This design comes from an exercise in tuning for small area on the open sky130 flow, not from production work. Function was checked by simulation only, so behaviour that the tests miss may differ from the original. Power and IR drop assume default switching activity.

--- flow/config.mk ---
export PLATFORM = sky130hd
export DESIGN_NAME = regfile_sb
export DESIGN_NICKNAME = regfile_sb
export VERILOG_FILES = /design/flow/design.v
export SDC_FILE = /design/flow/constraint.sdc
export NUM_CORES = 4
export LEC_CHECK = 0
export CAP_MARGIN = 20
export CORE_MARGIN = 2
export CORE_UTILIZATION = 40
export SLEW_MARGIN = 20
export SYNTH_HIERARCHICAL = 1
export SYNTH_MINIMUM_KEEP_SIZE = 0
--- flow/constraint.sdc ---
create_clock -name core_clock -period 10.0 [get_ports {clk}]
set_input_delay 2.0000 -clock core_clock [delete_from_list [all_inputs] [get_ports {clk}]]
set_output_delay 2.0000 -clock core_clock [all_outputs]
set_load 0.01 [all_outputs]
--- flow/design.v ---
module regfile_sb #(
  parameter int unsigned XLEN     = 32,
  parameter int unsigned NREG     = 32,
  parameter int unsigned SP_IDX   = 2,
  parameter logic [31:0] SP_RESET = 32'h7FFFEFFC,
  parameter bit          BYPASS   = 1'b1,
  localparam int unsigned AW      = $clog2(NREG),
  localparam int unsigned CW      = AW + 1
) (
  input  logic            clk,
  input  logic            rst,
  input  logic [AW-1:0]   A1,
  input  logic [AW-1:0]   A2,
  output logic [XLEN-1:0] RD1,
  output logic [XLEN-1:0] RD2,
  input  logic            WE,
  input  logic [AW-1:0]   A3,
  input  logic [XLEN-1:0] WD3,
  input  logic            ISS_V,
  input  logic [AW-1:0]   ISS_RD,
  output logic            BUSY1,
  output logic            BUSY2,
  output logic            HAZARD,
  output logic [CW-1:0]   PEND_CNT
);
  localparam logic [XLEN-1:0] SP_RST = XLEN'(SP_RESET);
  logic [XLEN-1:0] mem [NREG];
  logic [NREG-1:0] wsel;      
  logic [NREG-1:0] vld;       
  logic [NREG-1:0] busy;
  logic [NREG-1:0] busy_nxt;
  logic [CW-1:0]   pend_nxt;
  logic            wr_v;
  logic            set_v;
  logic            set_new;
  logic            clr_real;
  logic            fwd1;
  logic            fwd2;
  logic            fwd_i;
  assign wr_v  = WE && (A3 != '0);
  assign set_v = ISS_V && (ISS_RD != '0);
  always_comb begin
    for (int unsigned i = 0; i < NREG; i++) begin
      wsel[i] = wr_v && (A3 == AW'(i));
    end
  end
  logic [NREG-1:0] wsel_n;
  assign wsel_n = ~wsel;
  assign mem[0] = '0;
  assign vld[0] = 1'b0;
  for (genvar i = 1; i < NREG; i++) begin : g_reg
    logic [XLEN-1:0] mem_d;
    for (genvar b = 0; b < XLEN; b++) begin : g_bit
      rf_hold u_hold (.q(mem[i][b]), .w(WD3[b]), .e(wsel[i]), .ne(wsel_n[i]), .d(mem_d[b]));
    end
    always_ff @(posedge clk) begin
      mem[i] <= mem_d;
    end
    always_ff @(posedge clk or negedge rst) begin
      if (!rst) begin
        vld[i] <= 1'b0;
      end else if (wsel[i]) begin
        vld[i] <= 1'b1;
      end
    end
  end
  always_comb begin
    busy_nxt = busy;
    set_new  = set_v && !busy[ISS_RD];
    clr_real = wr_v && busy[A3] && !(set_v && (ISS_RD == A3));
    if (wr_v) begin
      busy_nxt[A3] = 1'b0;
    end
    if (set_v) begin
      busy_nxt[ISS_RD] = 1'b1;
    end
    busy_nxt[0] = 1'b0;
    pend_nxt = PEND_CNT + CW'(set_new) - CW'(clr_real);
  end
  always_ff @(posedge clk or negedge rst) begin
    if (!rst) begin
      busy     <= '0;
      PEND_CNT <= '0;
    end else begin
      busy     <= busy_nxt;
      PEND_CNT <= pend_nxt;
    end
  end
  always_comb begin
    fwd1  = BYPASS && wr_v && (A3 == A1);
    fwd2  = BYPASS && wr_v && (A3 == A2);
    fwd_i = BYPASS && wr_v && (A3 == ISS_RD);
  end
  logic [NREG-1:0] rs1, rs2;
  logic            sp1, sp2;
  always_comb begin
    for (int unsigned i = 0; i < NREG; i++) begin
      rs1[i] = (A1 == AW'(i)) && vld[i] && !fwd1;
      rs2[i] = (A2 == AW'(i)) && vld[i] && !fwd2;
    end
    sp1 = (A1 == AW'(SP_IDX)) && !vld[SP_IDX] && !fwd1;
    sp2 = (A2 == AW'(SP_IDX)) && !vld[SP_IDX] && !fwd2;
  end
  for (genvar b = 0; b < XLEN; b++) begin : g_rd
    logic [NREG-1:0] col;
    for (genvar i = 1; i < NREG; i++) begin : g_col
      assign col[i] = mem[i][b];
    end
    assign col[0] = WD3[b];
    if (SP_RST[b]) begin : g_sp
      rf_orsel #(.N(NREG), .HAS_C(1)) u_rd1 (.d(col), .s({rs1[NREG-1:1], fwd1}), .c(sp1), .y(RD1[b]));
      rf_orsel #(.N(NREG), .HAS_C(1)) u_rd2 (.d(col), .s({rs2[NREG-1:1], fwd2}), .c(sp2), .y(RD2[b]));
    end else begin : g_nsp
      rf_orsel #(.N(NREG), .HAS_C(0)) u_rd1 (.d(col), .s({rs1[NREG-1:1], fwd1}), .c(1'b0), .y(RD1[b]));
      rf_orsel #(.N(NREG), .HAS_C(0)) u_rd2 (.d(col), .s({rs2[NREG-1:1], fwd2}), .c(1'b0), .y(RD2[b]));
    end
  end
  always_comb begin
    BUSY1  = busy[A1] && !fwd1;
    BUSY2  = busy[A2] && !fwd2;
    HAZARD = BUSY1 || BUSY2 || (ISS_V && busy[ISS_RD] && !fwd_i);
  end
endmodule
module rf_orsel #(
  parameter int unsigned N = 32,
  parameter bit          HAS_C = 1'b0,
  localparam int unsigned NG = (N + 2) / 3,
  localparam int unsigned NH = (NG + 3) / 4
) (
  input  logic [N-1:0] d,
  input  logic [N-1:0] s,
  input  logic         c,
  output logic         y
);
  logic [NG-1:0] g;
  logic [NH-1:0] h;
  localparam int unsigned NF = N / 3;            
  localparam bit bool_tail = (N % 3 == 2);
  for (genvar k = 0; k < NF; k++) begin : g_aoi
    rf_aoi222 u (.a(d[3*k +: 3]), .b(s[3*k +: 3]), .y(g[k]));
  end
  for (genvar k = 0; k < NH; k++) begin : g_nand
    if (4*k + 4 <= NF) begin : g4
      rf_nand4 u (.a(g[4*k +: 4]), .y(h[k]));
    end else if (4*k + 3 == NF && !bool_tail) begin : g3
      rf_nand3 u (.a(g[4*k +: 3]), .y(h[k]));
    end else if (4*k + 2 == NF && bool_tail) begin : g2t
      rf_tail u (.g(g[4*k +: 2]), .a(d[N-2 +: 2]), .b(s[N-2 +: 2]), .y(h[k]));
    end
  end
  assign y = (|h) | (HAS_C && c);
endmodule
module rf_aoi222 (
  input  logic [2:0] a,
  input  logic [2:0] b,
  output logic       y
);
  assign y = !((a[0] && b[0]) || (a[1] && b[1]) || (a[2] && b[2]));
endmodule
module rf_hold (
  input  logic q,
  input  logic w,
  input  logic e,
  input  logic ne,
  output logic d
);
  assign d = (q && ne) || (w && e);
endmodule
module rf_tail (
  input  logic [1:0] g,
  input  logic [1:0] a,
  input  logic [1:0] b,
  output logic       y
);
  assign y = !(g[0] && g[1] && !((a[0] && b[0]) || (a[1] && b[1])));
endmodule
module rf_nand4 (
  input  logic [3:0] a,
  output logic       y
);
  assign y = !(&a);
endmodule
module rf_nand3 (
  input  logic [2:0] a,
  output logic       y
);
  assign y = !(&a);
endmodule
--- flow/run.sh ---
#!/bin/bash
# synth_recipe.tcl (not shown) runs the flow's synth.tcl, then flattens the netlist and writes it again
# the make line also repeats each setting of config.mk as NAME=value (left out here)
make -C /OpenROAD-flow-scripts/flow DESIGN_CONFIG=/design/flow/config.mk WORK_HOME=/design/flow/orfs CLKGATE_MAP_FILE= SYNTH_SCRIPT=/design/flow/synth_recipe.tcl finish
==> results.toml, run 1 <==
[status]
status = "complete, no violations"

[sta]
setup_viol = 0
slew_headroom_pct = 8.83
slew_viol_final = 0
rsz0062_at_grt = "no"
timing.final.crit_share_pct = 93.7
fmax_mhz = 107
skew_ns = 0.0161
tns_ns = 0
final-hold-violation-count = 0
finalWorstPathRequiredPeriod_ns = 9.37
tightest_slew_ns = 1.37

[global_routing]
grt_first_pass_wirelength_mm = 289
antenna_found_initial = 12
grt_pass1_vias = 39800
grt_use_total_pct = 36.5
grt-ovfl-total = 0
grt_max_degree = 69

[place]
hpwl_mm = 116
gp_congestion = 0.928
portBuffers = 128
dp_cells = 5145

[job]
max_cap_viol_count = 0

[setup_path]
cp-start-kind = "input pin"
reg2reg_slack_ns = 6.75
crit_fanout = 32
crit_slowest_cell = "or4_1"
critPathTopFamily = "simple AND/OR/NAND/NOR gates"
worstPathCellList = "clkdlybuf4s50_1 > inv_1 > ha_1 > and2_1 > ha_1 > nor2b_1 > buf_4 > nand2_1 > o21ai_0 > nor3_1 > and3_2 > a222oi_1 > nand4_1 > or4_1 > clkdlybuf4s50_1"
path_buf_inv = 4
worstSetupEndpointType = "output port"
cp.arrival_ns = 7.37
critical_path.max_stage_delay_ns = 0.72
critPathKind = "in -> out"
cp_data_required_time_ns = 8.00

[floorplanning]
ios = 129
design.core.area_sq_um = 105000
start_util_pct = 40.2
num_rows = 119
die_w_um = 329
die_area_sq_um = 108000
fp.dieH_um = 329

[final_layout]
fin_cells = 5351
layout-drive-gt1-share_pct = 10.7
area_growth_pct = 18.6
finalNetCount = 3938

[routing]
wl_per_cell_um = 38.7
first_pass_iters = 15
avgViaCountPerCell = 7.93
drc = 0
routed_wl_mm = 207
antenna_left = 0
first_iter_violations = 9653
vias = 42400

[clock_network]
clkTransAtPathRegs_ns = 0.06
hold_buffers = 0
post_cts_resized = 0
clk_latency_ns = 0.70
cts_buffers = 109
clock_sinks = 1060
cts_max_level = 3
clock-root-buffer = "clkbuf_16"
clk_path_buf_depth = 3
cts_tree = "built"
postCtsSetupRepairBufs = 0

[power]
p_per_area_nw_per_um2 = 236
finalPower_w = 0.0118
cellLeakagePower_nw = 19.3
peakVddDrop_mv = 0.173

[logic_synthesis]
syn_area_sq_um = 42100
avgSynthCellArea_sq_um = 12.0
yosys_warnings = 9
synth_cells = 3502
syn-num-nets = 3575

[worst_hold_path]
min_path_type = "reg -> reg"
==> worst paths after layout <==
| check | from | end | depth (start not counted) |
|---|---|---|---|
| min | vld[14] | vld[14] | 1 |
| min in group asynchronous | rst | PEND_CNT[2] | 2 |
| max | A3[0] | RD1[21] | 15 |
| min reg2reg | vld[14] | vld[14] | 1 |
| max reg2reg | busy[3] | PEND_CNT[5] | 13 |
| max in group asynchronous | rst | vld[8] | 2 |
==> flip-flops by register name (all words and copies together) (netlist names) <==
name      cells
busy         31
mem         992
PEND_CNT      6
vld          31
==> layout by cell type (no fill, tap or decap), drive strengths merged, types with 3 or more instances in the layout <==
| cell | count |
|---|---|
| o21ai | 64 |
| nor3b | 7 |
| and4 | 3 |
| a221oi | 3 |
| nand3 | 80 |
| and3 | 68 |
| a22o | 993 |
| clkbuf | 167 |
| mux2i | 6 |
| nand4 | 130 |
| dfxtp | 992 |
| and2 | 5 |
| or3 | 8 |
| nor2b | 16 |
| mux2 | 7 |
| nor3 | 7 |
| inv | 52 |
| a21oi | 5 |
| clkdlybuf4s50 | 127 |
| xor2 | 11 |
| xnor2 | 19 |
| ha | 16 |
| and3b | 3 |
| a22oi | 64 |
| clkinv | 21 |
| bufinv | 5 |
| diode | 6 |
| nand2 | 47 |
| a222oi | 640 |
| buf | 155 |
| dfrtp | 68 |
| or4 | 57 |
| nand2b | 35 |
| nor2 | 21 |
| mux4 | 30 |
==> routing by layer <==
layer / wire (um) / track usage, % / part of all wire, % / vias up
li1: - / - / - / 16800
met1: 76200 / 47.4 / 37 / 20800
met2: 81700 / 49.5 / 39 / 3952
met3: 33200 / 14.8 / 16 / 876
met4: 15900 / 24.0 / 7.7 / 12
met5: 76 / 0.710 / 0.037 / -
==> layout make-up <==
type	count	area, sq um
Antenna cell	6	15.0
Clock buffer	167	3300
Clock inverter	33	359
Fill cell	9533	54900
Inverter	47	176
Multi-Input combinational cell	2365	20400
Sequential cell	1060	21600
Tap cell	1391	1740
Timing Repair Buffer	282	2430
==> per-stage QoR <==
stage	area, sq um	worst slack [ns]	util (%)	hold slack (ns)
final	50000	0.634	47.7	0.473
after global routing	49900	0.577	47.7	0.489
after CTS	49900	0.936	47.6	0.474
after detailed placement	46300	0.950	44.2	0.457
after global placement	46300	1.04	44.2	0.458
after floorplan	42100	2.68	-	0.440
==> power breakdown <==
| part | switching (W) | internal (W) |
|---|---|---|
| registers | 0.000721 | 0.00511 |
| clock network | 0.00180 | 0.00240 |
| logic | 0.000755 | 0.00102 |
| total | 0.00328 | 0.00853 |
==> inputs of run 2 (changes only) <==
==> flow/flow/run.sh (new file) <==
#!/bin/bash
# Own layout flow: the standard ORFS flow (standard.sh) with a few extra
# ORFS settings from flow/extra.mk (port buffer cell, clock tree options).
# Each tool's output goes to the ORFS logs under orfs/logs; make's own output
# goes to flow_make.log in the work folder.
set -euo pipefail
W=$PWD
cp config.mk own_config.mk
cat flow/extra.mk >> own_config.mk
sed "s#DESIGN_CONFIG=[^ ]*#DESIGN_CONFIG=$W/own_config.mk#" standard.sh > own_standard.sh
grep -q "DESIGN_CONFIG=$W/own_config.mk" own_standard.sh
bash own_standard.sh > flow_make.log 2>&1
==> flow/flow/extra.mk (new file) <==
export BUFFER_PORTS_ARGS = -buffer_cell sky130_fd_sc_hd__buf_1
export CTS_ARGS = -sink_clustering_enable -repair_clock_nets -dont_use_dummy_load -buf_list {sky130_fd_sc_hd__clkbuf_4} -root_buf sky130_fd_sc_hd__clkbuf_8
==> flow/standard.sh (new file) <==
#!/bin/bash
# synth_recipe.tcl (not shown) runs the flow's synth.tcl, then flattens the netlist and writes it again
# the make line also repeats each setting of config.mk as NAME=value (left out here)
make -C /OpenROAD-flow-scripts/flow DESIGN_CONFIG=/design/flow/config.mk WORK_HOME=/design/flow/orfs CLKGATE_MAP_FILE= SYNTH_SCRIPT=/design/flow/synth_recipe.tcl "${@:-finish}"
removed: flow/run.sh
==> run 2 against run 1 <==
Against the previous run: combinational power down 7%; first-iteration DRC count up 5.5%; clock skew up 0.030 ns; area after synthesis unchanged; critical path depth unchanged; clock-buffer cell count up 128; maximum frequency up 3.6%; global-route usage down 0.44 points; critical endpoint is now RD2[16]; setup slack better by 0.32 ns.
==> results.toml, run 2 <==
[status]
status = "complete, no violations"

[global_routing]
grt_pass1_vias = 40500
grt_first_pass_wirelength_mm = 286
grt_use_total_pct = 36.1
grt-ovfl-total = 0
grt_max_degree = 69
antenna_found_initial = 13

[final_layout]
largest-register = "mem"
finalNetCount = 4094
largest_register_ffs = 992
layout_commonest_cell = "a22o_1"
layout_common_cells = "a22o_1, dfxtp_1, a222oi_1"
regArea_sq_um = 21600
area_growth_pct = 13.4
layout-drive-gt1-share_pct = 13.6
fillers = 9929
fin_cells = 5420
reg.largest.list = "mem: 992 flops, busy: 31 flops, vld: 31 flops"
multi_input_area_sq_um = 20400

[routing]
drc = 0
routed_wl_mm = 204
vias = 43000
wl_per_cell_um = 37.6
antenna_left = 0
first_pass_iters = 17
avgViaCountPerCell = 7.93
first_iter_violations = 10200

[setup_path]
cp.arrival_ns = 7.04
critPathKind = "in -> out"
cp_data_required_time_ns = 8.00
worstSetupEndpointType = "output port"
cp-start-kind = "input pin"
crit_fanout = 18

[sta]
tns_ns = 0
setup_viol = 0
worst_slack_ns = 0.956
skew_ns = 0.0462
rsz0062_at_grt = "no"
whs_ns = 0.479
slew_viol_final = 0
finalWorstPathRequiredPeriod_ns = 9.04
fmax_mhz = 111
timing.final.crit_share_pct = 90.4
slew_headroom_pct = 8.87
final-hold-violation-count = 0
tightest_slew_ns = 1.37

[clock_network]
cts_tree = "built"
clkTransAtPathRegs_ns = 0.05
clk_path_buf_depth = 4
cts_max_level = 5
clock-root-buffer = "clkbuf_8"
clk_latency_ns = 0.88
cts_buffers = 295
clock_sinks = 1060
postCtsSetupRepairBufs = 0
post_cts_resized = 0
hold_buffers = 0

[place]
gp_congestion = 0.927
dp_cells = 5114
hpwl_mm = 112
preCtsSetupSlack_ns = 1.37
portBuffers = 128

[worst_hold_path]
min_path_type = "reg -> reg"

[power]
p_per_area_nw_per_um2 = 223
p_seq_share_pct = 54.8
finalPower_w = 0.0107
switching_power_w = 0.00313
intPower_w = 0.00753
clkPwrFrac_pct = 29.7
peakVddDrop_mv = 0.178
swShare_pct = 29.4
cellLeakagePower_nw = 18.6
pwr-share-comb_pct = 15.5

[floorplanning]
die_area_sq_um = 108000
start_util_pct = 40.2
die_w_um = 329
fp.dieH_um = 329
design.core.area_sq_um = 105000
ios = 129
num_rows = 119

[logic_synthesis]
syn-num-nets = 3575
syn_area_sq_um = 42100
synth_cells = 3502
yosys_warnings = 9
avgSynthCellArea_sq_um = 12.0

[job]
max_cap_viol_count = 0
run 2: per-stage QoR:
step	area [sq um]	util (%)
6_report	47800	45.6
5_1_grt	47800	45.6
4_1_cts	47700	45.5
3_5_place_dp	45300	43.2
3_3_place_gp	45300	43.2
2_1_floorplan	42100	-
run 2: layout make-up:
cell class	count	area share (%)
sequential	1060	45.1
tap	1391	3.64
timing repair buffer	252	3.07
clock buffer	295	5.07
inverter	47	0.369
multi-input combinational	2365	42.7
antenna	10	0.0524
run 2: path summary, 6_finish.rpt:
check	slack [ns]	to	cells past startpoint	from
worst max register to register	6.62	PEND_CNT[5]	13	busy[3]
worst max-delay path	0.96	RD2[16]	15	A3[0]
worst min register to register	0.48	vld[30]	1	vld[30]
max in group asynchronous	8.02	vld[4]	2	rst
worst min-delay path	0.48	vld[30]	1	vld[30]
min in group asynchronous	1.35	PEND_CNT[5]	2	rst
run 2: layer usage:
metal	GRT usage, %	part of all wire (%)	vias up
met5	0.532	0.025	-
li1	-	-	17100
met4	22.8	6.7	8
met1	47.3	38	20900
met3	15.5	17	834
met2	48.1	39	4137
run 2: power groups by stage:
stage	Sequential (W)	Clock [W]	Combinational [W]
5_1_grt	0.00594	0.00341	0.00175
3_5_place_dp	0.00588	0	0.00162
3_3_place_gp	0.00586	0	0.00157
2_1_floorplan	0.00569	0	0.00116
6_report	0.00584	0.00317	0.00165
4_1_cts	0.00580	0.00320	0.00161
run 2: worst max-delay path, stage by stage:
cell and delay (ns):
buf_1 0.07, buf_4 0.27, inv_1 0.12, ha_1 0.37, and2_1 0.23, ha_1 0.19, nand2b_1 0.21, nor2_1 0.39
a211oi_1 0.23, and3_1 0.68, buf_4 0.46, a222oi_1 0.36, nand4_1 0.47, or4_1 0.77, buf_1 0.19
==> inputs of run 3 (changes only) <==
--- a/flow/design.v
+++ b/flow/design.v
@@ -36,7 +36,6 @@
   logic            clr_real;
   logic            fwd1;
   logic            fwd2;
-  logic            fwd_i;
   assign wr_v  = WE && (A3 != '0);
   assign set_v = ISS_V && (ISS_RD != '0);
   always_comb begin
@@ -64,17 +63,22 @@
       end
     end
   end
+  logic [NREG-1:0] busy_w;
+  logic [NREG-1:0] set_sel;
+  logic            bw1, bw2, bwi, b3;
   always_comb begin
-    busy_nxt = busy;
-    set_new  = set_v && !busy[ISS_RD];
-    clr_real = wr_v && busy[A3] && !(set_v && (ISS_RD == A3));
-    if (wr_v) begin
-      busy_nxt[A3] = 1'b0;
+    for (int unsigned i = 0; i < NREG; i++) begin
+      set_sel[i] = set_v && (ISS_RD == AW'(i));
     end
-    if (set_v) begin
-      busy_nxt[ISS_RD] = 1'b1;
-    end
+    busy_w   = busy & ~wsel;
+    busy_nxt    = busy_w | set_sel;
     busy_nxt[0] = 1'b0;
+    bw1      = busy_w[A1];
+    bw2      = busy_w[A2];
+    bwi      = busy_w[ISS_RD];
+    b3       = busy[A3];
+    set_new  = set_v && !bwi;
+    clr_real = wr_v && b3;
     pend_nxt = PEND_CNT + CW'(set_new) - CW'(clr_real);
   end
   always_ff @(posedge clk or negedge rst) begin
@@ -87,19 +91,20 @@
     end
   end
   always_comb begin
-    fwd1  = BYPASS && wr_v && (A3 == A1);
-    fwd2  = BYPASS && wr_v && (A3 == A2);
-    fwd_i = BYPASS && wr_v && (A3 == ISS_RD);
+    fwd1 = BYPASS && wr_v && (A3 == A1);
+    fwd2 = BYPASS && wr_v && (A3 == A2);
   end
-  logic [NREG-1:0] rs1, rs2;
-  logic            sp1, sp2;
+  logic [NREG-1:0] rs1, rs2, vld_w;
+  logic            sp1, sp2, sp_w;
   always_comb begin
+    vld_w = vld & ~wsel;
+    sp_w  = !vld[SP_IDX] && !wsel[SP_IDX];
     for (int unsigned i = 0; i < NREG; i++) begin
-      rs1[i] = (A1 == AW'(i)) && vld[i] && !fwd1;
-      rs2[i] = (A2 == AW'(i)) && vld[i] && !fwd2;
+      rs1[i] = (A1 == AW'(i)) && vld_w[i];
+      rs2[i] = (A2 == AW'(i)) && vld_w[i];
     end
-    sp1 = (A1 == AW'(SP_IDX)) && !vld[SP_IDX] && !fwd1;
-    sp2 = (A2 == AW'(SP_IDX)) && !vld[SP_IDX] && !fwd2;
+    sp1 = (A1 == AW'(SP_IDX)) && sp_w;
+    sp2 = (A2 == AW'(SP_IDX)) && sp_w;
   end
   for (genvar b = 0; b < XLEN; b++) begin : g_rd
     logic [NREG-1:0] col;
@@ -116,9 +121,9 @@
     end
   end
   always_comb begin
-    BUSY1  = busy[A1] && !fwd1;
-    BUSY2  = busy[A2] && !fwd2;
-    HAZARD = BUSY1 || BUSY2 || (ISS_V && busy[ISS_RD] && !fwd_i);
+    BUSY1  = bw1;
+    BUSY2  = bw2;
+    HAZARD = bw1 || bw2 || (ISS_V && bwi);
   end
 endmodule
 module rf_orsel #(
==> flow/flow/extra.mk (replaced) <==
export BUFFER_PORTS_ARGS = -buffer_cell sky130_fd_sc_hd__buf_1
export CTS_ARGS = -sink_clustering_enable -repair_clock_nets -dont_use_dummy_load -buf_list {sky130_fd_sc_hd__clkbuf_4} -root_buf sky130_fd_sc_hd__clkbuf_16 -sink_clustering_size 10 -sink_clustering_max_diameter 50
--- a/flow/config.mk
+++ b/flow/config.mk
@@ -7,7 +7,7 @@
 export LEC_CHECK = 0
 export CAP_MARGIN = 20
 export CORE_MARGIN = 2
-export CORE_UTILIZATION = 40
+export CORE_UTILIZATION = 55
 export SLEW_MARGIN = 20
 export SYNTH_HIERARCHICAL = 1
 export SYNTH_MINIMUM_KEEP_SIZE = 0
==> run 3 against run 2 <==
Against the previous run: still clean; maximum frequency is 4.9% higher; die area is 27% lower; sequential cell count stayed put; area after synthesis is 0.29% lower; clock power down 35%; utilization is 15 points higher; critical path type unchanged; largest cell class unchanged.
==> results.toml, run 3 <==
[clock_network]
clk_latency_ns = 0.74
clock_sinks = 1060
hold_buffers = 0
clk_path_buf_depth = 3
cts_buffers = 130
cts_max_level = 4
post_cts_resized = 0
postCtsSetupRepairBufs = 0
clock-root-buffer = "clkbuf_16"
clkTransAtPathRegs_ns = 0.05
cts_tree = "built"

[logic_synthesis]
avgSynthCellArea_sq_um = 11.8
yosys_warnings = 9
synth_cells = 3553
syn-num-nets = 3616
syn_area_sq_um = 42000

[global_routing]
antenna_found_initial = 27
grt_use_total_pct = 51.2
globalRouteMet1Util_pct = 61.9
grt_first_pass_wirelength_mm = 296
use_met3_pct = 25.7
grt-ovfl-total = 0
use_met2_pct = 70.9
grt_max_degree = 69
busiest_layer = "met2"
grt_pass1_vias = 43100

[final_layout]
fillers = 6353
layout_common_cells = "a22o_1, dfxtp_1, a222oi_1"
layout_commonest_cell = "a22o_1"
finalNetCount = 3988
largest-register = "mem"
reg.largest.list = "mem: 992 flops, busy: 31 flops, vld: 31 flops"
area_growth_pct = 9.87
largest_register_ffs = 992
post-route-util_pct = 60.9
layout-drive-gt1-share_pct = 11.0

[worst_hold_path]
min_path_type = "reg -> reg"

[setup_path]
worstSetupEndpointType = "output port"
cp-start-kind = "input pin"
cp_data_required_time_ns = 8.00
cp.arrival_ns = 6.62
crit_fanout = 37
critPathKind = "in -> out"

[sta]
fmax_mhz = 116
finalWorstPathRequiredPeriod_ns = 8.62
timing.final.crit_share_pct = 86.2
setup_viol = 0
final-hold-violation-count = 0
slew_viol_final = 0
tns_ns = 0
skew_ns = 0.0471
slew_headroom_pct = 19.3
tightest_slew_ns = 1.21
rsz0062_at_grt = "no"

[floorplanning]
die_area_sq_um = 78600
design.core.area_sq_um = 75800
ios = 129
start_util_pct = 55.4
num_rows = 101
fp.dieH_um = 280
die_w_um = 280

[job]
max_cap_viol_count = 0

[routing]
avgViaCountPerCell = 9.11
vias = 44800
routed_wl_mm = 209
first_iter_violations = 10900
antenna_left = 0
first_pass_iters = 17
drc = 0
wl_per_cell_um = 42.6

[status]
status = "complete, no violations"

[power]
peakVddDrop_mv = 0.180
cellLeakagePower_nw = 17.5
p_per_area_nw_per_um2 = 207

[place]
portBuffers = 128
gp_congestion = 0.989
hpwl_mm = 115
==> run 3: worst max-delay path, stage by stage <==
cell and delay, ns:
buf_1 0.72, nor2b_1 0.88, nand2_2 0.07, buf_4 0.33
nand2_1 0.19, nor3_2 0.07, buf_4 0.32, a222oi_1 0.64
nand4_1 0.50, or4_1 0.68, buf_1 0.16
==> run 3: stage by stage <==
step | total power [W] | std cells | hold WS, ns | worst slack (ns) | instance area [sq um]
CTS | 0.00940 | 4901 | 0.468 | 1.68 | 46100
global placement | 0.00734 | 4771 | 0.450 | 1.72 | 45100
floorplan | 0.00678 | 3553 | 0.435 | 1.80 | 42000
finish | 0.00954 | 4912 | 0.471 | 1.38 | 46200
detailed placement | 0.00746 | 4771 | 0.452 | 1.71 | 45100
global route | 0.00984 | 4904 | 0.490 | 1.33 | 46100
==> run 3: path summary, 6_finish.rpt <==
| kind | start | to | slack [ns] | cells after the start |
|---|---|---|---|---|
| max | A3[1] | RD2[16] | 1.38 | 11 |
| min | vld[30] | vld[30] | 0.47 | 1 |
| max reg2reg | busy[21] | PEND_CNT[4] | 6.61 | 12 |
| min reg2reg | vld[30] | vld[30] | 0.47 | 1 |
| max in group asynchronous | rst | vld[26] | 7.79 | 2 |
| min in group asynchronous | rst | busy[21] | 1.44 | 2 |
==> run 3: report_power, final <==
| part | switching [W] | internal (W) | total, W |
|---|---|---|---|
| registers | 0.000704 | 0.00509 | 0.00579 |
| logic | 0.000819 | 0.000876 | 0.00170 |
| clock network | 0.00144 | 0.000615 | 0.00205 |
| total | 0.00296 | 0.00658 | 0.00954 |
==> run 3: per-layer routing <==
metal | up-vias | wire (um)
li1 | 17000 | -
met1 | 21400 | 70900
met2 | 4913 | 81800
met3 | 1410 | 38800
met4 | 28 | 17500
met5 | - | 237
==> run 3: area by class of cell <==
type | count | area (sq um) | area share, %
sequential | 1060 | 21600 | 46.7
multi-input combinational | 2405 | 20500 | 44.5
timing repair buffer | 282 | 1660 | 3.60
tap | 978 | 1220 | 2.65
clock buffer | 130 | 993 | 2.15
inverter | 46 | 173 | 0.374
antenna | 11 | 27.5 | 0.0596
==> inputs of run 4 (changes only) <==
--- a/flow/config.mk
+++ b/flow/config.mk
@@ -7,7 +7,7 @@
 export LEC_CHECK = 0
 export CAP_MARGIN = 20
 export CORE_MARGIN = 2
-export CORE_UTILIZATION = 55
+export CORE_UTILIZATION = 40
 export SLEW_MARGIN = 20
 export SYNTH_HIERARCHICAL = 1
 export SYNTH_MINIMUM_KEEP_SIZE = 0
==> run 4 against run 3 <==
Against the previous run: first-iteration DRC count fell by 15%; non-clock buffer count up 11; register-to-register slack improved by 0.07 ns; utilization down 16 points; sequential share of layout area down 0.60 points; final area grew 1.3%; area after synthesis stayed put; synthesized cell count did not move; sequential cell count is the same; critical endpoint is now RD2[27].
==> results.toml, run 4 <==
[logic_synthesis]
syn-num-nets = 3616
yosys_warnings = 9
avgSynthCellArea_sq_um = 11.8
syn_area_sq_um = 42000
synth_cells = 3553

[sta]
tightest_slew_ns = 1.05
finalWorstPathRequiredPeriod_ns = 8.28
tns_ns = 0
slew_headroom_pct = 30.1
fmax_mhz = 121
final-hold-violation-count = 0
rsz0062_at_grt = "no"
setup_viol = 0
slew_viol_final = 0
timing.final.crit_share_pct = 82.8
skew_ns = 0.0437

[worst_hold_path]
min_from = "vld[28]"
min_path_type = "reg -> reg"
whs_path_depth = 1
hold_end = "vld[28]"

[setup_path]
worstPathCellList = "buf_1 > buf_4 > nor2b_1 > nand2_2 > buf_4 > nand2_1 > nor3_2 > buf_4 > a222oi_1 > nand4_1 > or4_1 > buf_1"
setup.worst_path.start = "A3[0]"
cp-start-kind = "input pin"
cp.arrival_ns = 6.28
reg2reg_slack_ns = 6.68
cp_common_cell = "buf_4"
path_buf_inv = 5
critPathKind = "in -> out"
cp_data_required_time_ns = 8.00
critical_path.max_stage_delay_ns = 0.82
r2r-end = "PEND_CNT[4]"
critPathTopFamily = "simple AND/OR/NAND/NOR gates"
crit_fanout = 36
crit_slowest_cell = "nor2b_1"
worstSetupEndpointType = "output port"
r2r-start = "busy[26]"
r2r_cells = 12

[final_layout]
regArea_sq_um = 21600
layout_commonest_cell = "a22o_1"
largest-register = "mem"
final_area_sq_um = 46800
largest_register_ffs = 992
finalNetCount = 4001
reg.largest.list = "mem: 992 flops, busy: 31 flops, vld: 31 flops"
area_growth_pct = 11.3
layout_common_cells = "a22o_1, dfxtp_1, a222oi_1"
layout-drive-gt1-share_pct = 11.4
fillers = 9688
multi_input_area_sq_um = 20600

[place]
hpwl_mm = 112
gp_congestion = 0.950
portBuffers = 128
placed_cell_area_sq_um = 45800

[routing]
antenna_left = 0
avgViaCountPerCell = 7.93
drc = 0
first_iter_violations = 9350
routed_wl_mm = 198
first_pass_iters = 14
wl_per_cell_um = 37.2
vias = 42200

[power]
intPower_w = 0.00659
clkPwrFrac_pct = 21.9
peakVddDrop_mv = 0.143
cellLeakagePower_nw = 17.6
pwr-share-comb_pct = 17.4
swShare_pct = 30.8
p_seq_share_pct = 60.7
switching_power_w = 0.00293
p_per_area_nw_per_um2 = 203

[clock_network]
clk_latency_ns = 0.70
cts_buffers = 132
clkTransAtPathRegs_ns = 0.08
cts_max_level = 4
clk_path_buf_depth = 3
postCtsSetupRepairBufs = 0
clock-root-buffer = "clkbuf_16"
hold_buffers = 0
cts_tree = "built"
post_cts_resized = 0
clock_sinks = 1060

[floorplanning]
design.core.area_sq_um = 104000
start_util_pct = 40.5
num_rows = 118
ios = 129
fp.dieH_um = 328
die_area_sq_um = 108000
die_w_um = 328

[global_routing]
antenna_found_initial = 10
grt_pass1_vias = 40100
grt_max_degree = 69
grt-ovfl-total = 0
grt_use_total_pct = 35.3
grt_first_pass_wirelength_mm = 283

[job]
max_cap_viol_count = 0

[status]
status = "complete, no violations"
## run 4: cell types whose count changed in the layout (fill, tap and decap cells not counted), sizes merged
cell | previous run | this run
inv | 43 | 44
diode | 11 | 2
clkinv | 3 | 2
buf | 261 | 275
clkbuf | 151 | 150
## run 4: per-layer routing
metal	wire length, um	GRT usage [%]
met5	129	0
met4	10800	19.1
met3	28800	12.0
met2	84400	52.1
met1	73900	45.3
## run 4: worst reg2reg max path: stages, from the launching register on
cell and delay, ns:
dfrtp_1 0.45, nand2_2 0.17, o22ai_1 0.13, a311o_1 0.35, or4_1 0.58, a21o_1 0.22
ha_1 0.28, inv_1 0.04, ha_1 0.19, fa_1 0.41, a21o_1 0.18, a21oi_1 0.17
xnor2_1 0.13
## run 4: power groups by stage
stage | combinational, W | clock (W) | sequential, W
final | 0.00166 | 0.00208 | 0.00577
after global routing | 0.00177 | 0.00225 | 0.00587
after CTS | 0.00162 | 0.00208 | 0.00574
after detailed placement | 0.00162 | 0 | 0.00582
after global placement | 0.00158 | 0 | 0.00581
after floorplan | 0.00113 | 0 | 0.00565
## run 4: area by class of cell
class,count,area share (%)
Tap cell,1380,3.69
Multi-Input combinational cell,2405,43.9
Inverter,46,0.369
Antenna cell,2,0.0107
Sequential cell,1060,46.1
Clock buffer,132,2.16
Timing Repair Buffer,293,3.73
## run 4: metrics by stage
step | util (%) | power, W | hold WS [ns] | setup slack, ns | cells
floorplan | - | 0.00678 | 0.435 | 1.80 | 3553
global placement | 44.1 | 0.00739 | 0.449 | 2.04 | 5184
detailed placement | 44.1 | 0.00744 | 0.452 | 1.96 | 5184
CTS | 45.1 | 0.00944 | 0.467 | 1.94 | 5316
global route | 45.1 | 0.00989 | 0.484 | 1.57 | 5317
finish | 45.1 | 0.00951 | 0.474 | 1.72 | 5318
## run 4: worst max-delay path by stage
stage | end | cells past startpoint
after floorplan | RD1[10] | 9
after global placement | RD1[15] | 11
after detailed placement | RD1[15] | 11
after CTS | RD1[15] | 11
after global routing | RD1[15] | 11
final | RD2[27] | 12
==> inputs of run 5 (changes only) <==
==> flow/flow/extra.mk (replaced) <==
export BUFFER_PORTS_ARGS = -buffer_cell sky130_fd_sc_hd__buf_1
export CTS_ARGS = -sink_clustering_enable -repair_clock_nets -dont_use_dummy_load -buf_list {sky130_fd_sc_hd__clkbuf_4} -root_buf sky130_fd_sc_hd__clkbuf_16 -sink_clustering_size 10 -sink_clustering_max_diameter 50
export RECOVER_POWER = 100
==> run 5 against run 4 <==
Against the previous run: sequential power hardly changed; clock power hardly changed; total power about the same; critical path type unchanged; utilization decreased by 0.23 points; the layout now fails its checks (capacitance limit, slew limit).
==> results.toml, run 5 <==
[setup_path]
cp_data_required_time_ns = 8.00
critPathKind = "in -> out"
critical_path.max_stage_delay_ns = 1.81
crit_fanout = 35
reg2reg_slack_ns = 6.60
worstSetupEndpointType = "output port"
cp-start-kind = "input pin"
r2r_cells = 12
r2r-end = "PEND_CNT[4]"
crit_slowest_cell = "clkbuf_1"
path_buf_inv = 5
worstPathCellList = "buf_1 > clkbuf_1 > and4bb_2 > nand2_2 > clkbuf_1 > nand2_1 > nor3_1 > buf_4 > a222oi_1 > nand4_1 > or4_1 > buf_1"
critPathTopFamily = "buffers and inverters"
r2r-start = "busy[26]"
cp.arrival_ns = 7.12

[clock_network]
cts_max_level = 4
post_cts_resized = 0
cts_buffers = 132
cts_tree = "built"
clk_latency_ns = 0.72
clock_sinks = 1060
clk_path_buf_depth = 3
clock-root-buffer = "clkbuf_16"
clkTransAtPathRegs_ns = 0.10
hold_buffers = 0
postCtsSetupRepairBufs = 0

[global_routing]
antenna_found_initial = 10
grt_pass1_vias = 40100
grt_use_total_pct = 35.3
grt_first_pass_wirelength_mm = 283
grt_max_degree = 69
grt-ovfl-total = 0

[routing]
vias = 42100
first_iter_violations = 9413
drc = 0
wl_per_cell_um = 37.2
routed_wl_mm = 198
first_pass_iters = 14
antenna_left = 0
avgViaCountPerCell = 7.92

[power]
cellLeakagePower_nw = 17.4
clkPwrFrac_pct = 21.9
swShare_pct = 30.8
switching_power_w = 0.00293
intPower_w = 0.00659
pwr-share-comb_pct = 17.4
peakVddDrop_mv = 0.143
p_per_area_nw_per_um2 = 204
p_seq_share_pct = 60.7

[final_layout]
largest_register_ffs = 992
final_area_sq_um = 46500
layout_common_cells = "a22o_1, dfxtp_1, a222oi_1"
reg.largest.list = "mem: 992 flops, busy: 31 flops, vld: 31 flops"
layout-drive-gt1-share_pct = 9.81
area_growth_pct = 10.7
layout_commonest_cell = "a22o_1"
post-route-util_pct = 44.8
finalNetCount = 4001
largest-register = "mem"

[floorplanning]
design.core.area_sq_um = 104000
num_rows = 118
die_w_um = 328
ios = 129
die_area_sq_um = 108000
start_util_pct = 40.5
fp.dieH_um = 328

[logic_synthesis]
synth_cells = 3553
yosys_warnings = 9
syn-num-nets = 3616
syn_area_sq_um = 42000
avgSynthCellArea_sq_um = 11.8

[worst_hold_path]
whs_path_depth = 1
hold_end = "vld[26]"
min_from = "vld[26]"
min_path_type = "reg -> reg"

[sta]
final-hold-violation-count = 0
finalWorstPathRequiredPeriod_ns = 9.12
fmax_mhz = 110
worst_slack_ns = 0.883
slew_headroom_pct = -170
rsz0062_at_grt = "no"
skew_ns = 0.0424
slew_viol_final = 1431
timing.final.crit_share_pct = 91.2
tightest_slew_ns = 4.06
setup_viol = 0
tns_ns = 0

[place]
gp_congestion = 0.950
placed_cell_area_sq_um = 45800
preCtsSetupSlack_ns = 1.96
hpwl_mm = 112
portBuffers = 128

[status]
status = "failed layout checks"
so.violations = "capacitance limit, slew limit"

[job]
max_cap_viol_count = 45
==> run 5: worst max path at each step <==
stage                    to  cells past startpoint  slack, ns  startpoint
finish              RD2[22]                     12       0.88       A3[3]
global route         RD2[8]                     12       0.81       A3[3]
CTS                 RD1[15]                     11       1.94       A3[0]
detailed placement  RD1[15]                     11       1.96       A3[0]
global placement    RD1[15]                     11       2.04       A3[0]
floorplan           RD1[10]                      9       1.80       A3[2]
==> run 5: area by class of cell <==
type	instances	area [sq um]
antenna	3	7.51
clock buffer	132	1010
fill	9727	57300
inverter	46	173
multi-input combinational	2405	20500
sequential	1060	21600
tap	1380	1730
timing repair buffer	293	1560
==> run 5: power by group through the flow <==
| stage | clock network [W] | logic [W] | registers (W) |
|---|---|---|---|
| 6_report | 0.00208 | 0.00166 | 0.00577 |
| 5_1_grt | 0.00225 | 0.00176 | 0.00587 |
| 4_1_cts | 0.00208 | 0.00162 | 0.00574 |
| 3_5_place_dp | 0 | 0.00162 | 0.00582 |
| 3_3_place_gp | 0 | 0.00158 | 0.00581 |
| 2_1_floorplan | 0 | 0.00113 | 0.00565 |
==> run 5: metal layers <==
metal	GRT usage (%)	wire length [um]	vias to the layer above
met5	0	44	-
met4	19.1	11000	8
met2	52.1	84000	3685
li1	-	-	17000
met3	12.0	29000	815
met1	45.3	74100	20600
==> run 5: metrics by stage <==
stage	hold slack, ns	instances	total power [W]
floorplan	0.435	3553	0.00678
global route	0.484	5317	0.00989
detailed placement	0.452	5184	0.00744
CTS	0.467	5316	0.00944
finish	0.475	5319	0.00951
global placement	0.449	5184	0.00739
==> inputs of run 6 (changes only) <==
==> flow/flow/extra.mk (replaced) <==
export BUFFER_PORTS_ARGS = -buffer_cell sky130_fd_sc_hd__buf_1
export CTS_ARGS = -sink_clustering_enable -repair_clock_nets -dont_use_dummy_load -buf_list {sky130_fd_sc_hd__clkbuf_4} -root_buf sky130_fd_sc_hd__clkbuf_16 -sink_clustering_size 9 -sink_clustering_max_diameter 50
==> run 6 against run 5 <==
Against the previous run: now clean on timing, DRC and antenna; register-to-register slack better by 0.08 ns; total power is 0.66% higher; sequential cell count stayed put; synthesized cell count stayed put; area after synthesis stayed put.
==> results.toml, run 6 <==
[final_layout]
layout_commonest_cell = "a22o_1"
largest-register = "mem"
reg.largest.list = "mem: 992 flops, busy: 31 flops, vld: 31 flops"
layout-drive-gt1-share_pct = 11.6
finalNetCount = 4011
area_growth_pct = 11.5
largest_register_ffs = 992
post-route-util_pct = 45.1
antenna_cells = 0
layout_common_cells = "a22o_1, dfxtp_1, a222oi_1"

[setup_path]
worstSetupEndpointType = "output port"
critPathKind = "in -> out"
cp_data_required_time_ns = 8.00
cp-start-kind = "input pin"
r2r-start = "busy[26]"
cp.arrival_ns = 6.27
setup.worst_path.start = "A3[0]"
crit_fanout = 36

[place]
hpwl_mm = 112
gp_congestion = 0.950
portBuffers = 128

[global_routing]
grt_max_degree = 69
grt-ovfl-total = 0
antenna_found_initial = 6
grt_use_total_pct = 35.4
grt_first_pass_wirelength_mm = 283
grt_pass1_vias = 40200

[clock_network]
cts_max_level = 4
clock-root-buffer = "clkbuf_16"
clk_path_buf_depth = 3
postCtsSetupRepairBufs = 0
clock_sinks = 1060
clk_latency_ns = 0.69
cts_tree = "built"
hold_buffers = 0
post_cts_resized = 0
cts_buffers = 142
clkTransAtPathRegs_ns = 0.07

[sta]
slew_headroom_pct = 30.4
tightest_slew_ns = 1.04
slew_viol_final = 0
rsz0062_at_grt = "no"
setup_viol = 0
final-hold-violation-count = 0
tns_ns = 0
fmax_mhz = 121
timing.final.crit_share_pct = 82.7
finalWorstPathRequiredPeriod_ns = 8.27
skew_ns = 0.0435

[worst_hold_path]
min_from = "vld[23]"
min_path_type = "reg -> reg"

[power]
p_per_area_nw_per_um2 = 204
finalPower_w = 0.00957
cellLeakagePower_nw = 17.7
peakVddDrop_mv = 0.142

[routing]
wl_per_cell_um = 37.3
antenna_left = 0
drc = 0
vias = 42200
first_iter_violations = 9641
routed_wl_mm = 199
first_pass_iters = 12
avgViaCountPerCell = 7.92

[floorplanning]
num_rows = 118
start_util_pct = 40.5
die_area_sq_um = 108000
die_w_um = 328
fp.dieH_um = 328
ios = 129
design.core.area_sq_um = 104000

[logic_synthesis]
yosys_warnings = 9
synth_cells = 3553
avgSynthCellArea_sq_um = 11.8
syn-num-nets = 3616
syn_area_sq_um = 42000

[status]
status = "complete, no violations"

[job]
max_cap_viol_count = 0
[run 6: cell type report]
cell class,instances,area [sq um]
Inverter,46,173
Fill cell,9681,57000
Multi-Input combinational cell,2405,20600
Sequential cell,1060,21600
Clock buffer,142,1080
Tap cell,1380,1730
Timing Repair Buffer,293,1740
[run 6: stage by stage]
step | instances | setup slack (ns) | area [sq um] | hold WS, ns
finish | 5326 | 1.73 | 46800 | 0.472
detailed placement | 5184 | 1.96 | 45800 | 0.452
CTS | 5326 | 1.93 | 46800 | 0.467
global placement | 5184 | 2.04 | 45800 | 0.449
global route | 5326 | 1.56 | 46800 | 0.485
floorplan | 3553 | 1.80 | 42000 | 0.435
[run 6: report_power, final]
part / switching (W) / internal (W)
sequential: 0.000686 / 0.00509
clock: 0.00148 / 0.000669
combinational: 0.000782 / 0.000877
[run 6: routing by layer]
layer	vias up	wire, um	GRT usage (%)
met1	20700	74200	45.3
met2	3653	84600	52.2
met4	6	10800	19.1
met5	-	37	0
met3	814	29000	12.1
li1	17000	-	-
[run 6: path summary, 6_finish.rpt]
check	to	slack (ns)	cells past startpoint
setup / recovery	RD2[27]	1.73	12
hold / removal	vld[23]	0.47	1
setup reg to reg	PEND_CNT[4]	6.68	12
hold reg to reg	vld[23]	0.47	1
max in group asynchronous	vld[2]	7.78	2
min in group asynchronous	vld[8]	1.48	2
[run 6: critical path, cell delays in order]
cell and delay (ns):
buf_1 0.24, buf_4 0.28, nor2b_1 0.81, nand2_2 0.06, buf_4 0.36, nand2_1 0.22, nor3_2 0.06, buf_4 0.34
a222oi_1 0.40, nand4_1 0.52, or4_1 0.76, buf_1 0.17
==> inputs of run 7 (changes only) <==
==> flow/flow/run.sh (replaced) <==
#!/bin/bash
# Own layout flow: the standard ORFS flow (standard.sh) with a few extra
# ORFS settings from flow/extra.mk (clock tree options, no ORFS port
# buffering) and two hooks around global placement:
#   flow/pre_gpl.tcl  buffers every port itself (buf_2 on inputs, buf_1 on
#                     outputs);
#   flow/post_gpl.tcl takes back upsizing that timing-driven placement did on
#                     cells that now drive a single buffer, and sizes its
#                     buf_4 buffers down to buf_2; repair_design runs next and
#                     fixes any slew or capacitance this causes.
# Each tool's output goes to the ORFS logs under orfs/logs; make's own output
# goes to flow_make.log in the work folder.
set -euo pipefail
W=$PWD
cp config.mk own_config.mk
cat flow/extra.mk >> own_config.mk
echo "export PRE_GLOBAL_PLACE_TCL = $W/flow/pre_gpl.tcl" >> own_config.mk
echo "export POST_GLOBAL_PLACE_TCL = $W/flow/post_gpl.tcl" >> own_config.mk
sed "s#DESIGN_CONFIG=[^ ]*#DESIGN_CONFIG=$W/own_config.mk#" standard.sh > own_standard.sh
grep -q "DESIGN_CONFIG=$W/own_config.mk" own_standard.sh
bash own_standard.sh > flow_make.log 2>&1
==> flow/flow/extra.mk (replaced) <==
export CTS_ARGS = -sink_clustering_enable -repair_clock_nets -dont_use_dummy_load -buf_list {sky130_fd_sc_hd__clkbuf_4} -root_buf sky130_fd_sc_hd__clkbuf_16 -sink_clustering_size 9 -sink_clustering_max_diameter 50
export DONT_BUFFER_PORTS = 1
==> flow/flow/post_gpl.tcl (new file) <==
# After timing-driven global placement: undo upsizing and use smaller buffers.
# Cells that timing-driven placement upsized and that now drive nothing but
# one buffer go back to their smallest size; repair_design runs after this.
set n 0
foreach inst [[ord::get_db_block] getInsts] {
  if {[$inst isDoNotTouch]} continue
  set m [[$inst getMaster] getName]
  if {![regexp {^(sky130_fd_sc_hd__[a-z0-9]+)_([0-9]+)$} $m -> base sz]} continue
  if {$sz < 2 || [regexp {buf|inv|df|dl|tap|fill|conb|diode} $base]} continue
  set small ""
  foreach s {1 0} { if {[get_lib_cells -quiet */${base}_$s] ne ""} { set small ${base}_$s; break } }
  if {$small eq ""} continue
  set loads {}
  foreach it [$inst getITerms] {
    if {![$it isOutputSignal]} continue
    set net [$it getNet]
    if {$net eq "NULL"} continue
    foreach l [$net getITerms] { if {[$l isInputSignal]} { lappend loads [[[$l getInst] getMaster] getName] } }
    if {[llength [$net getBTerms]] > 0} { lappend loads PORT }
  }
  if {[llength $loads] == 1 && [regexp {__buf_|__clkbuf_} [lindex $loads 0]]} {
    replace_cell [$inst getName] $small
    incr n
  }
}
puts "downsized $n cells that drive one buffer"
set nb 0
foreach inst [[ord::get_db_block] getInsts] {
  if {[$inst isDoNotTouch]} continue
  if {[[$inst getMaster] getName] eq "sky130_fd_sc_hd__buf_4"} { replace_cell [$inst getName] sky130_fd_sc_hd__buf_2; incr nb }
}
puts "downsized $nb buffers"

# The port buffers were kept from remove_buffers with dont_touch; release
# them now, and connect their supply pins (global_connect skips dont_touch
# instances).
set port_bufs {}
foreach bt [[ord::get_db_block] getBTerms] {
  set net [$bt getNet]
  if {$net eq "NULL"} continue
  foreach it [$net getITerms] {
    set inst [$it getInst]
    if {[$inst isDoNotTouch]} { lappend port_bufs [get_cells [$inst getName]] }
  }
}
puts "released [llength $port_bufs] port buffers"
unset_dont_touch $port_bufs
global_connect
==> flow/flow/pre_gpl.tcl (new file) <==
# Port buffers: buf_2 on inputs, buf_1 on outputs. They
# are made before ORFS's remove_buffers and kept from it with dont_touch.
remove_buffers
buffer_ports -inputs -buffer_cell sky130_fd_sc_hd__buf_2
buffer_ports -outputs -buffer_cell sky130_fd_sc_hd__buf_1
set port_bufs {}
foreach bt [[ord::get_db_block] getBTerms] {
  set net [$bt getNet]
  if {$net eq "NULL"} continue
  foreach it [$net getITerms] {
    set inst [$it getInst]
    if {[string match "*buf*" [[$inst getMaster] getName]]} { lappend port_bufs [get_cells [$inst getName]] }
  }
}
puts "port buffers kept: [llength $port_bufs]"
set_dont_touch $port_bufs
==> run 7 against run 6 <==
Against the previous run: non-clock buffer count shrank 22; total power down 0.55%; clock skew grew 0.011 ns; clock-buffer cell count unchanged; global-route usage grew 0.23 points; maximum frequency shrank 6.5%.
==> results.toml, run 7 <==
[status]
status = "complete, no violations"

[power]
clkPwrFrac_pct = 22.5
p_per_area_nw_per_um2 = 207
swShare_pct = 30.5
p_seq_share_pct = 60.5
cellLeakagePower_nw = 17.6
pwr-share-comb_pct = 17.0
finalPower_w = 0.00952
intPower_w = 0.00662
peakVddDrop_mv = 0.117
switching_power_w = 0.00290

[global_routing]
grt-ovfl-total = 0
grt_first_pass_wirelength_mm = 284
antenna_found_initial = 23
grt_use_total_pct = 35.6
grt_pass1_vias = 40000
grt_max_degree = 42

[floorplanning]
fp.dieH_um = 328
num_rows = 118
start_util_pct = 40.5
die_w_um = 328
ios = 129
die_area_sq_um = 108000
design.core.area_sq_um = 104000

[worst_hold_path]
min_path_type = "reg -> reg"

[clock_network]
clkTransAtPathRegs_ns = 0.06
clock-root-buffer = "clkbuf_16"
clock_sinks = 1060
post_cts_resized = 0
cts_tree = "built"
cts_buffers = 142
clk_latency_ns = 0.70
clk_path_buf_depth = 3
postCtsSetupRepairBufs = 0
hold_buffers = 0
cts_max_level = 4

[logic_synthesis]
syn-num-nets = 3616
yosys_warnings = 9
avgSynthCellArea_sq_um = 11.8
syn_area_sq_um = 42000
synth_cells = 3553

[setup_path]
critPathKind = "in -> out"
cp-start-kind = "input pin"
crit_fanout = 34
cp_data_required_time_ns = 8.00
worstSetupEndpointType = "output port"
cp.arrival_ns = 6.85

[place]
portBuffers = 128
placed_cell_area_sq_um = 44900
hpwl_mm = 111

[sta]
skew_ns = 0.0542
rsz0062_at_grt = "no"
tightest_slew_ns = 1.30
slew_headroom_pct = 13.5
final-hold-violation-count = 0
finalWorstPathRequiredPeriod_ns = 8.85
tns_ns = 0
slew_viol_final = 0
timing.final.crit_share_pct = 88.5
fmax_mhz = 113
setup_viol = 0

[final_layout]
largest_register_ffs = 992
area_growth_pct = 9.55
fillers = 9774
reg.largest.list = "mem: 992 flops, busy: 31 flops, vld: 31 flops"
finalNetCount = 3989
layout_common_cells = "a22o_1, dfxtp_1, a222oi_1"
layout_commonest_cell = "a22o_1"
layout-drive-gt1-share_pct = 9.89
largest-register = "mem"
final_area_sq_um = 46000

[routing]
avgViaCountPerCell = 7.97
antenna_left = 0
first_pass_iters = 15
first_iter_violations = 9806
wl_per_cell_um = 37.5
routed_wl_mm = 199
vias = 42400
drc = 0

[job]
max_cap_viol_count = 0
==> run 7: area by class of cell <==
type	instances	area, sq um	area share [%]
Antenna cell	14	35.0	0.0761
Clock buffer	142	1080	2.35
Inverter	46	173	0.375
Multi-Input combinational cell	2405	20100	43.7
Sequential cell	1060	21600	46.8
Tap cell	1380	1730	3.75
Timing Repair Buffer	271	1320	2.86
==> run 7: final timing paths <==
check,end,startpoint,cells past startpoint,slack [ns]
max,RD2[7],A3[0],14,1.15
min,vld[14],vld[14],1,0.47
max reg2reg,PEND_CNT[4],busy[25],13,6.70
min reg2reg,vld[14],vld[14],1,0.47
max in group asynchronous,vld[13],rst,3,8.06
min in group asynchronous,busy[30],rst,2,1.29
==> run 7: worst max-delay path, cell delays in order <==
cell and delay, ns:
buf_2 0.40, nand2_1 0.08, buf_2 0.24, nor2_1 0.16, buf_2 0.75, inv_1 0.07, buf_2 0.43, nand2_1 0.21
nor3_1 0.06, buf_2 0.47, a222oi_1 0.46, nand4_1 0.53, or4_1 0.74, buf_1 0.16
==> run 7: power groups by stage <==
stage	clock, W	sequential [W]	combinational (W)
3_5_place_dp	0	0.00581	0.00158
4_1_cts	0.00215	0.00573	0.00158
5_1_grt	0.00232	0.00586	0.00172
6_report	0.00215	0.00576	0.00162
2_1_floorplan	0	0.00565	0.00113
3_3_place_gp	0	0.00580	0.00156
==> run 7: routing by layer <==
| metal | routed length (um) | track usage, % |
|---|---|---|
| met1 | 75100 | 45.0 |
| met2 | 82700 | 50.9 |
| met3 | 28800 | 13.4 |
| met4 | 12500 | 22.2 |
| met5 | 215 | 0.932 |
==> run 7: per-stage QoR <==
stage               setup WS, ns  hold WS [ns]  cells  util, %
floorplan                   1.80         0.435   3553        -
global placement            2.07         0.449   5160     44.0
detailed placement          1.32         0.452   5161     43.2
CTS                         1.31         0.469   5303     44.3
global route                1.02         0.483   5307     44.3
finish                      1.15         0.472   5318     44.3
==> inputs of run 8 (changes only) <==
--- a/flow/flow/run.sh
+++ b/flow/flow/run.sh
@@ -4,8 +4,8 @@
 # buffering) and two hooks around global placement:
 #   flow/pre_gpl.tcl  buffers every port itself (buf_2 on inputs, buf_1 on
 #                     outputs);
-#   flow/post_gpl.tcl takes back upsizing that timing-driven placement did on
-#                     cells that now drive a single buffer, and sizes its
+#   flow/post_gpl.tcl takes back upsizing that timing-driven placement did
+#                     (all gates back to their smallest size), and sizes its
 #                     buf_4 buffers down to buf_2; repair_design runs next and
 #                     fixes any slew or capacitance this causes.
 # Each tool's output goes to the ORFS logs under orfs/logs; make's own output
--- a/flow/flow/post_gpl.tcl
+++ b/flow/flow/post_gpl.tcl
@@ -46,3 +46,20 @@
 puts "released [llength $port_bufs] port buffers"
 unset_dont_touch $port_bufs
 global_connect
+
+# Every other upsized gate goes back to its smallest size too.
+set na 0
+foreach inst [[ord::get_db_block] getInsts] {
+  if {[$inst isDoNotTouch]} continue
+  set m [[$inst getMaster] getName]
+  if {![regexp {^(sky130_fd_sc_hd__[a-z0-9]+)_([0-9]+)$} $m -> base sz]} continue
+  if {$sz < 2 || [regexp {buf|inv|df|dl|tap|fill|conb|diode} $base]} continue
+  set small ""
+  foreach s {1 0} { if {[get_lib_cells -quiet */${base}_$s] ne ""} { set small ${base}_$s; break } }
+  if {$small eq ""} continue
+  set mnew [[ord::get_db] findMaster $small]
+  if {[$mnew getWidth] >= [[$inst getMaster] getWidth]} continue
+  replace_cell [$inst getName] $small
+  incr na
+}
+puts "downsized $na other cells"
==> run 8 against run 7 <==
Against the previous run: largest power group unchanged; die area unchanged; largest cell class unchanged; clock power about the same; sequential power about the same; sequential share of layout area up 0.059 points; clock-buffer cell count down 1.
==> results.toml, run 8 <==
[worst_hold_path]
min_path_type = "reg -> reg"

[clock_network]
clock-root-buffer = "clkbuf_16"
post_cts_resized = 0
clock_sinks = 1060
clk_latency_ns = 0.74
cts_max_level = 4
clk_path_buf_depth = 3
cts_tree = "built"
clkTransAtPathRegs_ns = 0.04
postCtsSetupRepairBufs = 0
hold_buffers = 0
cts_buffers = 141

[sta]
worst_slack_ns = 1.03
fmax_mhz = 112
slew_viol_final = 0
rsz0062_at_grt = "no"
setup_viol = 0
tightest_slew_ns = 1.29
slew_headroom_pct = 13.8
final-hold-violation-count = 0
skew_ns = 0.0835
tns_ns = 0
timing.final.crit_share_pct = 89.7
finalWorstPathRequiredPeriod_ns = 8.97

[final_layout]
fillers = 9826
largest_register_ffs = 992
finalNetCount = 3987
reg.largest.list = "mem: 992 flops, busy: 31 flops, vld: 31 flops"
multi_input_area_sq_um = 20100
layout-drive-gt1-share_pct = 9.51
regArea_sq_um = 21600
fin_cells = 5316
layout_common_cells = "a22o_1, dfxtp_1, a222oi_1"
layout_commonest_cell = "a22o_1"
area_growth_pct = 9.41
largest-register = "mem"

[setup_path]
worstSetupEndpointType = "output port"
cp_common_cell = "buf_2"
cp_data_required_time_ns = 8.00
cp-start-kind = "input pin"
cp.arrival_ns = 6.97
crit_slowest_cell = "buf_2"
critical_path.max_stage_delay_ns = 0.76
worstPathCellList = "buf_2 > nand2_1 > buf_2 > nor2_1 > buf_2 > inv_1 > buf_2 > nand2_1 > nor3_1 > buf_2 > a222oi_1 > nand4_1 > or4_1 > buf_1"
crit_fanout = 34
critPathKind = "in -> out"

[floorplanning]
design.core.area_sq_um = 104000
start_util_pct = 40.5
die_w_um = 328
fp.dieH_um = 328
num_rows = 118
ios = 129
die_area_sq_um = 108000

[global_routing]
grt_pass1_vias = 40300
grt_max_degree = 42
grt_use_total_pct = 35.8
antenna_found_initial = 19
grt-ovfl-total = 0
grt_first_pass_wirelength_mm = 285

[routing]
vias = 42400
wl_per_cell_um = 37.8
antenna_left = 0
first_iter_violations = 9780
drc = 0
first_pass_iters = 14
routed_wl_mm = 201
avgViaCountPerCell = 7.98

[place]
preCtsSetupSlack_ns = 1.36
dp_cells = 5161
portBuffers = 128
hpwl_mm = 111

[logic_synthesis]
syn-num-nets = 3616
yosys_warnings = 9
synth_cells = 3553
syn_area_sq_um = 42000
avgSynthCellArea_sq_um = 11.8

[power]
peakVddDrop_mv = 0.126
cellLeakagePower_nw = 17.5
p_per_area_nw_per_um2 = 207

[job]
max_cap_viol_count = 0

[status]
status = "complete, no violations"
-- run 8: cell count changes in the layout (fill, tap and decap cells not counted), sizes merged --
cell,delta
buf,-1
clkbuf,-1
-- run 8: cell type report --
cell class / instances / share of cell area (%)
sequential: 1060 / 46.9
timing repair buffer: 270 / 2.83
clock buffer: 141 / 2.34
inverter: 46 / 0.376
multi-input combinational: 2405 / 43.7
tap: 1380 / 3.76
antenna: 14 / 0.0762
-- run 8: final timing paths --
check / startpoint / to / slack, ns / depth (start not counted)
worst min register to register: vld[12] / vld[12] / 0.46 / 1
worst min-delay path: vld[12] / vld[12] / 0.46 / 1
min in group asynchronous: rst / busy[19] / 1.26 / 2
worst max register to register: busy[21] / PEND_CNT[4] / 6.69 / 12
worst max-delay path: A3[0] / RD2[7] / 1.03 / 14
max in group asynchronous: rst / vld[29] / 8.10 / 3
-- run 8: routing by layer --
layer / up-vias / wire (um) / track usage, %
li1: 17000 / - / -
met1: 20800 / 75300 / 45.2
met2: 3792 / 84200 / 51.9
met3: 861 / 28900 / 12.9
met4: 18 / 12300 / 21.8
met5: - / 214 / 1.02
-- run 8: stage by stage --
step	util, %	total power, W	hold slack (ns)	instance area [sq um]
2_1_floorplan	-	0.00678	0.435	42000
3_3_place_gp	44.0	0.00736	0.449	45600
3_5_place_dp	43.2	0.00739	0.452	44900
4_1_cts	44.3	0.00944	0.466	45900
5_1_grt	44.3	0.00989	0.484	45900
6_report	44.3	0.00951	0.459	46000
-- run 8: power breakdown --
group | internal, W | switching (W) | total [W] | leakage (nW)
registers | 0.00509 | 0.000677 | 0.00576 | 9.06
clock network | 0.000664 | 0.00147 | 0.00214 | 0.656
logic | 0.000866 | 0.000750 | 0.00162 | 7.83
-- run 8: worst max-delay path: cells and delay by family --
family / cells / cell delay (ns)
AOI/OAI and AO/OA: 1 / 0.48
buffers and inverters: 7 / 2.59
and+or+nand+nor: 6 / 1.81

==> what the ideal ports hide <==
The results above use ideal ports. As a check the final layouts listed here were re-extracted and re-timed, cells and wires unchanged.
Step 1 sets driving cells, clkbuf_16 on the clock port and buf_2 on the other inputs (assumed; they add their load-dependent delay and slew).
Step 2 adds t to the input delays and takes it off the output delays; t is the mean of the earliest and latest rising clock arrival at the registers after step 1. Input paths then give back, and output paths get back, about the clock's delay inside the block.
a / b / c = no drivers / after step 1 / after step 2; a / b = the first two.
run | shift t [ns] | setup slack, ns | latest minus earliest clock arrival (ns) | worst slew at a driven data input, ns | cell pins on the clock port's net
run 1 | 0.774 | 0.634 / 0.604 / 0.604 | 0.047 / 0.048 | 0.10 | 1
run 2 | 0.934 | 0.956 / 0.924 / 0.924 | 0.087 / 0.087 | 0.11 | 1
run 3 | 0.791 | 1.379 / 1.350 / 1.350 | 0.095 / 0.095 | 0.08 | 1
run 4 | 0.788 | 1.725 / 1.703 / 1.703 | 0.124 / 0.123 | 0.13 | 1
run 5 | 0.796 | 0.883 / 0.861 / 0.861 | 0.109 / 0.108 | 0.13 | 1
run 6 | 0.780 | 1.726 / 1.704 / 1.704 | 0.123 / 0.123 | 0.14 | 1
run 7 | 0.787 | 1.150 / 1.127 / 1.127 | 0.173 / 0.173 | 0.13 | 1
run 8 | 0.797 | 1.034 / 1.011 / 1.011 | 0.131 / 0.131 | 0.14 | 1
The setup slack of run 2, which loses most, moves by -0.032 ns with the drivers and by -0.032 ns with both steps.
